This design comes from an exercise in tuning for small area, a short achievable clock period and few clock cycles on the open sky130 flow, not from production work.
Where RTL was checked, it was by simulation tests only, not by an equivalence proof against the original.

==> trial 3: inputs <==
==> flow/design.v (excerpt) <==
module periodic_job_timer_table_core (
    input  logic                 clk,
    input  logic                 rst_n,
    input  logic                 cfg_valid,
    output logic                 cfg_ready,
    input  logic [7:0]           cfg_data,
    input  logic                 in_valid,
    output logic                 in_ready,
    input  logic [2:0]           opcode,
    input  logic [23:0]          interval_s,
    input  logic [23:0]          ttl_s,
    input  logic                 is_global,
    input  logic [15:0]          command_tag,
    input  logic [23:0]          target_id,
    input  logic                 delete_all,
    input  logic                 run_enable,
    input  logic [3:0]           slot_index,
    input  logic signed [31:0]   return_code,
    output logic                 out_valid,
    input  logic                 out_ready,
    output logic [3:0]           kind,
    output logic [3:0]           slot,
    output logic [23:0]          job_id,
    output logic [15:0]          command_out,
    output logic                 global_flag,
    output logic [31:0]          count,
    output logic [23:0]          interval_out,
    output logic [31:0]          remaining_s,
    output logic signed [31:0]   last_code,
    output logic                 running,
    output logic                 persist_changed,
    output logic                 last
);
Settings: LEC_CHECK=0, CAP_MARGIN=20, CORE_MARGIN=2, CORE_UTILIZATION=40, PLACE_DENSITY=0.6, SETUP_SLACK_MARGIN=5, SLEW_MARGIN=20; clock period 9.0 ns.
run.sh (not shown) runs the stock make flow with config.mk's settings and CLKGATE_MAP_FILE= SYNTH_SCRIPT=/design/flow/synth_recipe.tcl, a recipe that flattens the netlist after the stock synthesis.
==> build 29 (differences from trial 3) <==
--- a/flow/design.v
+++ b/flow/design.v
@@ -68,24 +68,22 @@
         inc32 = r;
     endfunction
     function automatic logic [11:0] lowest12(input logic [11:0] v);
         logic [11:0] r;
         for (int i = 0; i < 12; i++)
             r[i] = v[i] & ~(|(v & ((12'd1 << i) - 12'd1)));
         lowest12 = r;
     endfunction
-    function automatic logic [2:0] ones4(input logic [3:0] v);
-        case (v)
-            4'b0000: ones4 = 3'd0;
-            4'b0001, 4'b0010, 4'b0100, 4'b1000: ones4 = 3'd1;
-            4'b0111, 4'b1011, 4'b1101, 4'b1110: ones4 = 3'd3;
-            4'b1111: ones4 = 3'd4;
-            default: ones4 = 3'd2;
-        endcase
+    function automatic logic [2:0] ones6(input logic [5:0] v);
+        logic [2:0] n;
+        n = '0;
+        for (int i = 0; i < 6; i++)
+            n = n + 3'(v[i]);
+        ones6 = n;
     endfunction
 endpackage
 `timescale 1ns / 1ps
 module pjt_ctrl (
     input  logic                 clk,
     input  logic                 rst_n,
     input  logic                 in_valid,
     output logic                 in_ready,
@@ -97,17 +95,16 @@
     input  logic [23:0]          target_id,
     input  logic                 delete_all,
     input  logic                 run_enable,
     input  logic [3:0]           slot_index,
     input  logic [31:0]          return_code,
     input  logic                 r_free,     
     output logic                 n_valid,    
     output pjt_pkg::req_t        n_req,
-    output logic [23:0]          n_ivl,      
     output logic [23:0]          n_tgt,      
     output logic [3:0]           n_idx       
 );
     pjt_pkg::req_t pk, s;
     logic s_valid;
     logic is_del, is_done, is_run, is_idx;
     assign is_del  = (opcode == pjt_pkg::OP_DEL);
     assign is_done = (opcode == pjt_pkg::OP_DONE);
@@ -119,17 +116,16 @@
         pk.a  = is_del ? target_id : (is_done ? return_code[23:0] : interval_s);
         pk.b  = {ttl_s[23:8], is_done ? return_code[31:24] : ttl_s[7:0]};
         pk.c  = {command_tag[15:4], is_idx ? slot_index : command_tag[3:0]};
         pk.f  = is_del ? delete_all : (is_run ? run_enable : is_global);
     end
     assign in_ready = !s_valid;
     assign n_valid  = s_valid || in_valid;
     assign n_req    = s_valid ? s : pk;
-    assign n_ivl    = s_valid ? s.a : interval_s;
     assign n_tgt    = s_valid ? s.a : target_id;
     assign n_idx    = s_valid ? s.c[3:0] : slot_index;
     always_ff @(posedge clk or negedge rst_n)
     begin
         if (!rst_n)
             s_valid <= 1'b0;
         else if (r_free)
             s_valid <= 1'b0;
@@ -143,17 +139,16 @@
     end
 endmodule
 `timescale 1ns / 1ps
 module pjt_datapath (
     input  logic                 clk,
     input  logic                 rst_n,
     input  logic                 n_valid,
     input  pjt_pkg::req_t        n_req,
-    input  logic [23:0]          n_ivl,
     input  logic [23:0]          n_tgt,
     input  logic [3:0]           n_idx,
     output logic                 r_free,
     input  logic [7:0]           min_interval,
     output logic                 out_valid,
     input  logic                 out_ready,
     output logic [3:0]           kind,
     output logic [3:0]           slot,
@@ -171,54 +166,79 @@
     localparam int SL = pjt_pkg::SLOTS;
     logic [SL-1:0]       used;
     logic [SL-1:0][23:0] s_id;
     logic [SL-1:0][23:0] s_iv;
     logic [SL-1:0][31:0] s_due;
     logic [SL-1:0][31:0] s_exp;
     logic [SL-1:0]       s_gl;
     logic [SL-1:0]       s_ivz;      
+    logic [SL-1:0]       s_le1;      
     logic [SL-1:0][31:0] s_runs;
     logic [SL-1:0][31:0] s_code;
     logic [SL-1:0][15:0] s_cmd;
     logic [31:0] now, now_p1;
     logic [23:0] nid;
     logic        run;
     logic          r_valid;
     pjt_pkg::ereq_t r;
     logic          busy;
     logic [SL-1:0] pend, pend_e;
     logic          upd_v;
     logic [SL-1:0] upd_oh;
     logic [23:0]   upd_d;
-    logic room, take, go;
+    logic          upd_d1;     
+    logic room, take, go, tick_go;
     assign room   = !out_valid || out_ready;
-    assign take   = room && !busy && r_valid;
-    assign go     = room && (busy || r_valid);
+    assign take   = room && !busy && r_valid && (!r.tick || !wrap_stall);
+    assign go     = room && (busy || take);
     assign r_free = !r_valid || take;
     logic [32:0] due_sum;
     assign due_sum = pjt_pkg::add32(now, {8'd0, upd_d}, 1'b0);
     always_ff @(posedge clk)
     begin
         for (int i = 0; i < SL; i++)
             if (upd_v && upd_oh[i])
                 s_due[i] <= due_sum[31:0];
     end
-    logic [SL-1:0] cmp_e, cmp_f, m_e, m_f, cand, cand_e, low;
-    logic          any, sel_e;
-    logic          fwd_f;
-    assign fwd_f = (upd_d == 24'd1) ||
-                   ((&now[31:24]) && pjt_pkg::gt24(upd_d, ~now[23:0]) && !(&now[23:0]));
+    logic [SL-1:0] xe, xf, xe_n, xf_n;
+    logic          wrap_stall, now_hi_ff;    
+    logic [31:0]   now_p2;
+    logic          p1_nz, p2_nz, xe_add, xf_upd;
+    logic [SL-1:0] add_spec, done_spec;
+    assign wrap_stall = upd_v && now_hi_ff;
+    assign add_spec   = {SL{r_valid && r.add && !busy}} & free_oh;
+    assign done_spec  = {SL{r_valid && r.done && !busy}} & idx_oh & used;
+    assign p1_nz      = (now_p1 != 32'd0);
+    assign p2_nz      = (now_p2 != 32'd0);
+    assign xe_add     = exp_sum[32] && (exp_sum[31:0] != 32'd0) && !(&now);
+    logic d_le2, p2_wrap;
+    assign d_le2      = (upd_d[23:2] == 22'd0) && !(&upd_d[1:0]);
+    assign p2_wrap    = (now_p2[31:1] == 31'd0);
+    assign xf_upd     = tick_go ? (p2_wrap ? (due_sum[32] && d_le2) : (due_sum[32] || d_le2)) :
+                                  (upd_d1 || (due_sum[32] && p1_nz));
     always_comb
-    begin
         for (int i = 0; i < SL; i++)
         begin
-            cmp_e[i] = (s_exp[i] != 32'd0) && pjt_pkg::cmp32(now_p1, s_exp[i], 1'b0);
-            cmp_f[i] = (upd_v && upd_oh[i]) ? fwd_f : pjt_pkg::cmp32(now_p1, s_due[i], 1'b1);
+            xe_n[i] = add_spec[i] ? xe_add :
+                      tick_go ? ((xe[i] || (p1_nz && now_p1 == s_exp[i])) && p2_nz) : xe[i];
+            xf_n[i] = (upd_v && upd_oh[i]) ? xf_upd :
+                      tick_go ? ((now_p2 == s_due[i]) || (xf[i] && p2_nz)) : xf[i];
         end
+    always_ff @(posedge clk)
+    begin
+        xe <= xe_n;
+        xf <= xf_n;
+    end
+    logic [SL-1:0] cmp_e, cmp_f, m_e, m_f, cand, cand_e, low;
+    logic          any, sel_e;
+    always_comb
+    begin
+        cmp_e  = xe;
+        cmp_f  = (upd_v ? ({SL{upd_d1}} & upd_oh) : '0) | (~(upd_v ? upd_oh : '0) & xf);
         m_e    = {SL{run}} & used & cmp_e;
         m_f    = {SL{run}} & used & ~cmp_e & cmp_f;
         cand   = busy ? pend : (m_e | m_f);
         cand_e = busy ? pend_e : m_e;
         low    = pjt_pkg::lowest12(cand);
         any    = |cand;
         sel_e  = |(low & cand_e);
     end
@@ -265,53 +285,55 @@
     begin
         free_oh    = pjt_pkg::lowest12(~used);
         free_found = !(&used);
         free_slot  = '0;
         for (int i = 0; i < SL; i++)
             free_slot = free_slot | ({4{free_oh[i]}} & 4'(i));
     end
     logic [23:0] every;
-    assign every = r.a[23:0];
+    logic        add_le1;
+    assign add_le1 = (r.a[23:1] == 23'd0) && (!r.a[0] || min_interval[7:1] == 7'd0);
+    assign every = (r.a[23:0] != 24'd0 && r.a[23:8] == 16'd0 && r.a[7:0] < min_interval) ?
+                   {16'd0, min_interval} : r.a[23:0];
     logic [32:0] exp_sum;
     logic [31:0] exp_new;
     assign exp_sum = pjt_pkg::add32(now, {8'd0, r.b[23:0]}, 1'b0);
     assign exp_new = (r.b[23:0] != 24'd0) ? exp_sum[31:0] : 32'd0;
     logic [31:0] nid_inc32;
     logic [23:0] nid_inc;
     assign nid_inc32 = pjt_pkg::inc32({8'd0, nid});
     assign nid_inc = nid_inc32[23:0];
     logic [SL-1:0] del_hit;
     logic [3:0]    del_n;
     logic          del_pch;
-    assign del_hit = used & ({SL{r.f}} | r.b[SL-1:0]);
-    assign del_n   = 4'(pjt_pkg::ones4(del_hit[3:0])) + 4'(pjt_pkg::ones4(del_hit[7:4])) +
-                     4'(pjt_pkg::ones4(del_hit[11:8]));
+    assign del_hit = r.b[SL-1:0];
+    assign del_n   = 4'(pjt_pkg::ones6(del_hit[5:0])) + 4'(pjt_pkg::ones6(del_hit[11:6]));
     assign del_pch = |(del_hit & s_gl);
     logic [32:0] rem_sum;
     logic [31:0] rem;
     assign rem_sum = pjt_pkg::add32(r.a, ~now, 1'b1);
     assign rem = (r.a != 32'd0 && rem_sum[32]) ? rem_sum[31:0] : 32'd0;
-    logic add_ok, e_del, e_done, e_query, add_go, done_go, tick_go;
+    logic add_ok, e_del, e_done, e_query, add_go, done_go;
     assign add_ok  = !busy && r.add && free_found;
     assign e_del   = !busy && r.del;
     assign e_done  = !busy && r.done;
     assign e_query = !busy && r.query;
     assign tick_go = take && r.tick;
     assign add_go  = take && r.add && free_found;
     assign done_go = take && r.done && idx_ok;
     logic        emit;
     logic [3:0]  n_kind, n_slot;
     logic [23:0] n_id, n_iv;
     logic [15:0] n_cmd;
     logic        n_gl, n_pch, n_last;
     logic [31:0] n_count, n_rem, n_code;
     always_comb
     begin
-        emit = busy || (r_valid && (r.add || r.tick || r.del || r.run || r.done || r.query));
+        emit = busy || (take && (r.add || r.tick || r.del || r.run || r.done || r.query));
         if (tmode)
             n_kind = !any ? pjt_pkg::K_TICK : (sel_e ? pjt_pkg::K_EXPIRED : pjt_pkg::K_FIRED);
         else if (r.add)
             n_kind = free_found ? pjt_pkg::K_ADDED : pjt_pkg::K_FULL;
         else if (r.del)
             n_kind = pjt_pkg::K_REMOVED;
         else if (r.run)
             n_kind = pjt_pkg::K_RUNST;
@@ -341,70 +363,82 @@
         if (room && emit)
         begin
             kind <= n_kind; slot <= n_slot; job_id <= n_id; command_out <= n_cmd;
             global_flag <= n_gl; count <= n_count; interval_out <= n_iv;
             remaining_s <= n_rem; last_code <= n_code; persist_changed <= n_pch;
             last <= n_last;
         end
     end
+    logic [SL-1:0] used_pre;
+    always_comb
+    begin
+        used_pre = used;
+        if (r_valid && !busy)
+        begin
+            if (r.tick)
+                used_pre = used & ~m_e;
+            else if (r.add)
+                used_pre = used | free_oh;
+            else if (r.del)
+                used_pre = used & ~del_hit;
+            else if (r.done && d_iv_z)
+                used_pre = used & ~idx_oh;
+        end
+    end
     pjt_pkg::ereq_t nr;
     logic [SL-1:0]  n_idx_oh;
     logic [31:0]    n_exp_raw, n_runs_raw;
     logic           n_hit_add, n_hit_done;
     always_comb
     begin
         for (int i = 0; i < SL; i++)
             n_idx_oh[i] = (n_idx == 4'(i));
         n_exp_raw = '0;
         n_runs_raw = '0;
         for (int i = 0; i < SL; i++)
         begin
             n_exp_raw  = n_exp_raw  | ({32{n_idx_oh[i]}} & s_exp[i]);
             n_runs_raw = n_runs_raw | ({32{n_idx_oh[i]}} & s_runs[i]);
         end
-        n_hit_add  = add_go && |(free_oh & n_idx_oh);
-        n_hit_done = done_go && |(idx_oh & n_idx_oh);
+        n_hit_add  = |(add_spec & n_idx_oh);
+        n_hit_done = |(done_spec & n_idx_oh);
         nr.add   = (n_req.op == pjt_pkg::OP_ADD);
         nr.tick  = (n_req.op == pjt_pkg::OP_TICK);
         nr.del   = (n_req.op == pjt_pkg::OP_DEL);
         nr.run   = (n_req.op == pjt_pkg::OP_RUN);
         nr.done  = (n_req.op == pjt_pkg::OP_DONE);
         nr.query = (n_req.op == pjt_pkg::OP_QUERY);
         nr.f     = n_req.f;
         nr.c     = n_req.c;
         nr.a     = {8'd0, n_req.a};
         nr.b     = {8'd0, n_req.b};
-        if (nr.add)
-        begin
-            if (n_ivl != 24'd0 && !pjt_pkg::cmp32({8'd0, n_ivl}, {24'd0, min_interval}, 1'b1))
-                nr.a = {16'd0, min_interval};
-        end
-        else if (nr.del)
+        if (nr.del)
         begin
             nr.b = '0;
             for (int i = 0; i < SL; i++)
-                nr.b[i] = (add_go && free_oh[i]) ? (n_tgt == nid) : (s_id[i] == n_tgt);
+                nr.b[i] = used_pre[i] &&
+                          (n_req.f || (add_spec[i] ? (n_tgt == nid) : (s_id[i] == n_tgt)));
         end
         else if (nr.done || nr.query)
         begin
             nr.c = {n_idx, n_idx_oh};
             nr.a = nr.done ? {n_req.b[7:0], n_req.a} : (n_hit_add ? exp_new : n_exp_raw);
             nr.b = n_hit_add ? 32'd0 : (n_hit_done ? d_inc : n_runs_raw);
         end
     end
     always_ff @(posedge clk)
         if (r_free)
             r <= nr;
     always_ff @(posedge clk or negedge rst_n)
     begin
         if (!rst_n)
         begin
             out_valid <= 1'b0; r_valid <= 1'b0;
-            used <= '0; now <= '0; now_p1 <= 32'd1; nid <= 24'd1; run <= 1'b1;
+            used <= '0; now <= '0; now_p1 <= 32'd1; now_p2 <= 32'd2; now_hi_ff <= 1'b0; nid <= 24'd1; run <= 1'b1;
             busy <= 1'b0; pend <= '0; pend_e <= '0; upd_v <= 1'b0; upd_oh <= '0;
         end
         else
         begin
             if (r_free)
                 r_valid <= n_valid;
             if (room)
                 out_valid <= emit;
@@ -416,17 +450,18 @@
             if (busy && room)
             begin
                 pend <= pend & ~low;
                 if (!any)
                     busy <= 1'b0;
             end
             if (tick_go)
             begin
-                now <= now_p1; now_p1 <= pjt_pkg::inc32(now_p1);
+                now <= now_p1; now_p1 <= now_p2; now_p2 <= pjt_pkg::inc32(now_p2);
+                now_hi_ff <= &now_p1[31:24];
                 used <= used & ~m_e;
                 busy <= any;
                 pend <= (m_e | m_f) & ~low;
                 pend_e <= m_e;
             end
             if (add_go)
             begin
                 used <= used | free_oh;
@@ -439,33 +474,40 @@
                 run <= r.f;
             if (done_go && d_iv_z)
                 used <= used & ~idx_oh;
         end
     end
     always_ff @(posedge clk)
     begin
         if (add_go)
+        begin
             upd_d <= (every != 24'd0) ? every : 24'd1;
+            upd_d1 <= add_le1;
+        end
         else if (go && tmode)
+        begin
             upd_d <= m_iv_z ? 24'd1 : m_iv;
+            upd_d1 <= |(sel & s_le1);
+        end
     end
     always_ff @(posedge clk)
     begin
         for (int i = 0; i < SL; i++)
         begin
-            if (add_go && free_oh[i])
+            if (add_spec[i])
             begin
                 s_id[i] <= nid; s_iv[i] <= every; s_exp[i] <= exp_new;
-                s_gl[i] <= r.f; s_cmd[i] <= r.c; s_ivz[i] <= (every == 24'd0);
+                s_gl[i] <= r.f; s_cmd[i] <= r.c; s_ivz[i] <= (r.a[23:0] == 24'd0);
+                s_le1[i] <= add_le1;
             end
-            if ((add_go && free_oh[i]) || (done_go && idx_oh[i]))
+            if (add_spec[i] || done_spec[i])
             begin
-                s_runs[i] <= add_go ? 32'd0 : d_inc;
-                s_code[i] <= add_go ? 32'd0 : r.a;
+                s_runs[i] <= r.add ? 32'd0 : d_inc;
+                s_code[i] <= r.add ? 32'd0 : r.a;
             end
         end
     end
 endmodule
 `timescale 1ns / 1ps
 module periodic_job_timer_table_core (
     input  logic                 clk,
     input  logic                 rst_n,
@@ -497,36 +539,36 @@
     output logic signed [31:0]   last_code,
     output logic                 running,
     output logic                 persist_changed,
     output logic                 last
 );
     logic [7:0] min_interval_reg;
     logic r_free, n_valid;
     pjt_pkg::req_t n_req;
-    logic [23:0] n_ivl, n_tgt;
+    logic [23:0] n_tgt;
     logic [3:0]  n_idx;
     assign cfg_ready = 1'b1;
     always_ff @(posedge clk or negedge rst_n)
     begin
         if (!rst_n)
             min_interval_reg <= pjt_pkg::MIN_INTERVAL_RST;
         else if (cfg_valid)
             min_interval_reg <= cfg_data;
     end
     pjt_ctrl u_ctrl (
         .clk(clk), .rst_n(rst_n), .in_valid(in_valid), .in_ready(in_ready),
         .opcode(opcode), .interval_s(interval_s), .ttl_s(ttl_s),
         .is_global(is_global), .command_tag(command_tag), .target_id(target_id),
         .delete_all(delete_all), .run_enable(run_enable), .slot_index(slot_index),
         .return_code(return_code), .r_free(r_free), .n_valid(n_valid), .n_req(n_req),
-        .n_ivl(n_ivl), .n_tgt(n_tgt), .n_idx(n_idx)
+        .n_tgt(n_tgt), .n_idx(n_idx)
     );
     pjt_datapath u_dp (
-        .clk(clk), .rst_n(rst_n), .n_valid(n_valid), .n_req(n_req), .n_ivl(n_ivl),
+        .clk(clk), .rst_n(rst_n), .n_valid(n_valid), .n_req(n_req),
         .n_tgt(n_tgt), .n_idx(n_idx), .r_free(r_free),
         .min_interval(min_interval_reg),
         .out_valid(out_valid), .out_ready(out_ready),
         .kind(kind), .slot(slot), .job_id(job_id), .command_out(command_out),
         .global_flag(global_flag), .count(count), .interval_out(interval_out),
         .remaining_s(remaining_s), .last_code(last_code), .running(running),
         .persist_changed(persist_changed), .last(last)
     );
Settings changed: PLACE_DENSITY 0.6 to 0.5.
==> reports/metrics.csv <==
metric;value;unit
layout cells sized above 1;0.205;
status;finished clean;
Post-Syn Area;138000;sq um
fraction of area in registers;0.482;
Post-synth top cells;edfxtp_1, nand2_1, a22oi_1;
multi-input logic area;54900;sq um
FF-to-FF setup slack;3.36;ns
final core occ;0.509;
(the above is from trial 3)
==> reports/metrics.csv <==
metric;value;unit
final core occ;0.478;
Post-synth top cells;edfxtp_1, nand2_1, xnor2_1;
FF-to-FF setup slack;4.76;ns
status;finished clean;
layout cells sized above 1;0.143;
fraction of area in registers;0.561;
(the above is from build 29)
Testbench counts of build 29, summed over its fixed seeds: cycles 9,435.
Only the layout flow was run in trial 3; the RTL was not checked for function there.

## afterwards: timing with drivers on the ports
No port has a modelled driver above. Below, the same layouts with a new extraction and two added sets of constraints. Step 1 assumes that a clkbuf_16 drives the clock port and a buf_2 every other input. Step 2 moves the port delays by t, midway between the first and last clock arrival at a register: inputs arrive t later, outputs are due t later. That takes back most of the time a late clock gives input paths. Three values: ideal, step 1, step 2; two values: the first two.
run	shift t [ns]	setup WS [ns]	clock arrival spread, ns	worst slew at a driven data input, ns	pins driven straight from the clock port
trial 3	1.099	3.357 / 3.357 / 3.357	0.084 / 0.085	0.07	1
build 29	1.034	4.758 / 4.758 / 3.950	0.076 / 0.076	0.18	1
After both steps setup and hold are still met in every run listed. The setup slack of build 29, which loses most, moves by 0.000 ns with the drivers and by -0.808 ns with both steps.
